Background: an optimization exercise with open tools, aiming at small area. Do not read the settings as production practice.
In this exercise RTL edits were held to simulation tests only and were not proved equivalent to the original.
Power figures rest on the tool's default switching activity, not on a simulated workload.

## alpha
## rv32_register_file
module rv32_register_file #(
    parameter int unsigned DATA_WIDTH = rv32_regfile_pkg::DATA_WIDTH,
    parameter int unsigned ADDR_WIDTH = rv32_regfile_pkg::ADDR_WIDTH
) (
    input  logic                  clk,
    input  logic                  reset,
    input  logic [ADDR_WIDTH-1:0] r1Address,
    input  logic [ADDR_WIDTH-1:0] r2Address,
    output logic [DATA_WIDTH-1:0] r1Data,
    output logic [DATA_WIDTH-1:0] r2Data,
    input  logic                  writeRegister,
    input  logic [ADDR_WIDTH-1:0] writeAddress,
    input  logic [DATA_WIDTH-1:0] writeData
);
Size in the first run: about 110 I/O pins, ~40000 um2 of cells after synthesis.
clock: 6.0 ns
lec_check: 0
cap_margin: 0
core_margin: 2
core_utilization: 50
slew_margin: 0
synth_hierarchical: 1
synth_minimum_keep_size: 0
standard.sh (not shown) runs the stock make flow with config.mk's settings and CLKGATE_MAP_FILE= SYNTH_SCRIPT=/design/flow/synth_recipe.tcl, a recipe that flattens the netlist after the stock synthesis.
==> flow/flow/run.sh <==
#!/bin/bash
set -euo pipefail
export BUFFER_PORTS_ARGS="-buffer_cell sky130_fd_sc_hd__buf_2"
export CTS_ARGS="-sink_clustering_enable -repair_clock_nets -dont_use_dummy_load -buf_list sky130_fd_sc_hd__clkbuf_16 -sink_clustering_size 28 -sink_clustering_max_diameter 100"
bash standard.sh finish > standard.log 2>&1
### alpha -> beta
==> flow/flow/run.sh <==
#!/bin/bash
set -euo pipefail
export BUFFER_PORTS_ARGS="-buffer_cell sky130_fd_sc_hd__buf_1"
export CTS_ARGS="-sink_clustering_enable -repair_clock_nets -dont_use_dummy_load -buf_list {sky130_fd_sc_hd__clkbuf_8 sky130_fd_sc_hd__clkbuf_16} -sink_clustering_size 16 -sink_clustering_max_diameter 50"
bash standard.sh finish > standard.log 2>&1
--- a/flow/config.mk
+++ b/flow/config.mk
@@ -7,6 +7,6 @@
 export LEC_CHECK = 0
-export CAP_MARGIN = 0
+export CAP_MARGIN = 20
 export CORE_MARGIN = 2
 export CORE_UTILIZATION = 50
-export SLEW_MARGIN = 0
+export SLEW_MARGIN = 20
 export SYNTH_HIERARCHICAL = 1
Notes after the runs:
- alpha → beta: final critical-path required period rose by 0.14 ns, share of the clock period used by the worst path rose by 2.3 points, number of non-filler instances in the completed layout rose by 92, slew at the pin closest to its max-slew limit fell by 0.30 ns, placed cell area stayed essentially flat.
- When beta is measured against alpha, its initial antenna violation count turns out 2 lower.
- Final cell area: beta above alpha
- Summary of beta over alpha: power density over the cells increased by 14% relative to the old numbers, fraction of standard cell area that is sequential shows a reduction of 2.4 points, number of instances in the placed design grew by about 0.7%.

The RTL this note starts from:
==> flow/design.v <==
package rv32_regfile_pkg;
    localparam int unsigned DATA_WIDTH = 32;
    localparam int unsigned ADDR_WIDTH = 5;
    localparam int unsigned NUM_REGS   = 2 ** ADDR_WIDTH;
    localparam int unsigned ZERO_REG   = 0;
    typedef logic [ADDR_WIDTH-1:0] reg_addr_t;
    typedef logic [DATA_WIDTH-1:0] reg_data_t;
endpackage
module rv32_regfile_read_port (
    input  logic [31:1] sel_n,
    input  logic [31:1] bits,
    output logic        data_n
);
    logic [15:0] pair_n;   
    for (genvar k = 0; k < 15; k++) begin : g_pairs
        rv32_regfile_oai22 u_pair (
            .a1 (sel_n[2*k+1]), .a2 (bits[2*k+1]),
            .b1 (sel_n[2*k+2]), .b2 (bits[2*k+2]),
            .y  (pair_n[k])
        );
    end
    rv32_regfile_nor2 u_last (.a (sel_n[31]), .b (bits[31]), .y (pair_n[15]));
    rv32_regfile_nand16n u_out (.a_n (pair_n), .y (data_n));
endmodule
module rv32_regfile_oai22 (
    input  logic a1, a2, b1, b2,
    output logic y
);
    assign y = !((a1 | a2) & (b1 | b2));
endmodule
module rv32_regfile_nor2 (
    input  logic a, b,
    output logic y
);
    assign y = !(a | b);
endmodule
module rv32_regfile_nand16n (
    input  logic [15:0] a_n,
    output logic        y
);
    logic [3:0] group;
    for (genvar g = 0; g < 4; g++) begin : g_groups
        assign group[g] = !(|a_n[4*g +: 4]);
    end
    assign y = !(&group);
endmodule
module rv32_register_file #(
    parameter int unsigned DATA_WIDTH = rv32_regfile_pkg::DATA_WIDTH,
    parameter int unsigned ADDR_WIDTH = rv32_regfile_pkg::ADDR_WIDTH
) (
    input  logic                  clk,
    input  logic                  reset,
    input  logic [ADDR_WIDTH-1:0] r1Address,
    input  logic [ADDR_WIDTH-1:0] r2Address,
    output logic [DATA_WIDTH-1:0] r1Data,
    output logic [DATA_WIDTH-1:0] r2Data,
    input  logic                  writeRegister,
    input  logic [ADDR_WIDTH-1:0] writeAddress,
    input  logic [DATA_WIDTH-1:0] writeData
);
    localparam int unsigned NumRegs = 1 << ADDR_WIDTH;
    logic [DATA_WIDTH-1:0][NumRegs-1:1] regs_t;
    logic [NumRegs-1:1]                 sel1_n, sel2_n;
    for (genvar i = 1; i < NumRegs; i++) begin : g_regs
        logic                  we;
        logic                  valid_q;
        logic [DATA_WIDTH-1:0] data_q;
        assign we = writeRegister && (writeAddress == ADDR_WIDTH'(i));
        always_ff @(posedge clk or posedge reset) begin
            if (reset) begin
                valid_q <= 1'b0;
            end else if (we) begin
                valid_q <= 1'b1;
            end
        end
        always_ff @(posedge clk) begin
            if (we) begin
                data_q <= ~writeData;
            end
        end
        for (genvar j = 0; j < DATA_WIDTH; j++) begin : g_bits
            assign regs_t[j][i] = data_q[j];
        end
        assign sel1_n[i] = !(valid_q && (r1Address == ADDR_WIDTH'(i)));
        assign sel2_n[i] = !(valid_q && (r2Address == ADDR_WIDTH'(i)));
    end
    for (genvar j = 0; j < DATA_WIDTH; j++) begin : g_cols
        rv32_regfile_read_port u_r1 (
            .sel_n (sel1_n),
            .bits  (regs_t[j]),
            .data_n (r1Data[j])
        );
        rv32_regfile_read_port u_r2 (
            .sel_n (sel2_n),
            .bits  (regs_t[j]),
            .data_n (r2Data[j])
        );
    end
endmodule
==> flow/config.mk <==
export PLATFORM = sky130hd
export DESIGN_NAME = rv32_register_file
export DESIGN_NICKNAME = rv32_register_file
export VERILOG_FILES = /design/flow/design.v
export SDC_FILE = /design/flow/constraint.sdc
export NUM_CORES = 4
export LEC_CHECK = 0
export CAP_MARGIN = 20
export CORE_MARGIN = 2
export CORE_UTILIZATION = 50
export SLEW_MARGIN = 20
export SYNTH_HIERARCHICAL = 1
export SYNTH_MINIMUM_KEEP_SIZE = 0
==> flow/constraint.sdc <==
create_clock -name core_clock -period 6.0 [get_ports {clk}]
set_input_delay 1.2000 -clock core_clock [delete_from_list [all_inputs] [get_ports {clk}]]
set_output_delay 1.2000 -clock core_clock [all_outputs]
set_load 0.01 [all_outputs]
==> flow/flow/run.sh <==
#!/bin/bash
set -euo pipefail
export BUFFER_PORTS_ARGS="-buffer_cell sky130_fd_sc_hd__buf_2"
export CTS_ARGS="-sink_clustering_enable -repair_clock_nets -dont_use_dummy_load -buf_list {sky130_fd_sc_hd__clkbuf_8 sky130_fd_sc_hd__clkbuf_16} -sink_clustering_size 16 -sink_clustering_max_diameter 50"
bash standard.sh finish > standard.log 2>&1
Rerun with:
==> flow/flow/run.sh (replaced) <==
#!/bin/bash
set -euo pipefail
export BUFFER_PORTS_ARGS="-buffer_cell sky130_fd_sc_hd__buf_2"
export CTS_ARGS="-sink_clustering_enable -repair_clock_nets -dont_use_dummy_load -buf_list sky130_fd_sc_hd__clkbuf_16 -sink_clustering_size 28 -sink_clustering_max_diameter 100"
bash standard.sh finish > standard.log 2>&1
--- a/flow/config.mk
+++ b/flow/config.mk
@@ -9,3 +9,3 @@
 export CORE_MARGIN = 2
-export CORE_UTILIZATION = 50
+export CORE_UTILIZATION = 72
 export SLEW_MARGIN = 20
Total power shrinks by 15%.
Count of clock-buffer cells in the layout shrinks by 61.
Hold slack is better by 10 ps.
Routed wire length shrinks by 7.3%.
Cell area shrinks by 4.5%.
Rerun with:
--- a/flow/config.mk
+++ b/flow/config.mk
@@ -9,3 +9,3 @@
 export CORE_MARGIN = 2
-export CORE_UTILIZATION = 72
+export CORE_UTILIZATION = 50
 export SLEW_MARGIN = 20
Effect: Power climbs by 0.63%. Cell area climbs by 1.4%. Clock skew does not change. First-iteration DRC count drops by 18%. Die area climbs by 43%. Worst setup slack is better by 110 ps. Cell count climbs by 8.4%. Utilization drops by 24 points. Clock-buffer cell count climbs by 1. Non-clock buffer count drops by 1.
Rerun with:
--- a/flow/config.mk
+++ b/flow/config.mk
@@ -9,3 +9,3 @@
 export CORE_MARGIN = 2
-export CORE_UTILIZATION = 50
+export CORE_UTILIZATION = 62
 export SLEW_MARGIN = 20
The new run produced a clean layout.
Power decreases by 0.43%.
Setup slack improves by 110 ps.
Core utilization came out higher by 13 points.
Register-to-register slack got worse by 30 ps.
Wire length goes down by 3.4%.
Global-route usage came out higher by 8.0 points.
Synthesized cell count is unchanged.
Final cell count shrinks by 4.9%.
Via count decreases by 0.47%.

port drivers added, routing unchanged:
In the flow no input, the clock included, has a driving cell. The finished layouts below were timed again as built, in two steps.
Step 1, drivers: a clkbuf_16 drives clk and a buf_2 each remaining input, both assumed.
Step 2, shift: input delay + t, output delay - t, t = (earliest + latest rising clock arrival at the registers) / 2. This alone moves slack from input paths to output paths.
Three values: no drivers, after step 1, after step 2; two values: the first two.
| run | t (ns) | slack for setup (ns) | worst setup path at the end | clock arrival spread, ns | worst data-port slew with drivers (ns) |
|---|---|---|---|---|---|
| alpha | 0.683 | 0.603 / 0.580 / 0.580 | input to output | 0.027 / 0.027 | 0.09 |
| beta | 0.719 | 0.462 / 0.442 / 0.442 | input to output | 0.058 / 0.058 | 0.08 |
| the first run of note 2 | 0.724 | 0.564 / 0.539 / 0.539 | input to output | 0.067 / 0.066 | 0.08 |
| the second run of note 2 | 0.701 | 0.499 / 0.477 / 0.477 | input to output | 0.047 / 0.048 | 0.09 |
| the third run of note 2 | 0.684 | 0.613 / 0.588 / 0.588 | input to output | 0.045 / 0.045 | 0.09 |
| the fourth run of note 2 | 0.680 | 0.723 / 0.698 / 0.698 | input to output | 0.034 / 0.033 | 0.11 |
After both steps setup and hold are still met in every run listed.
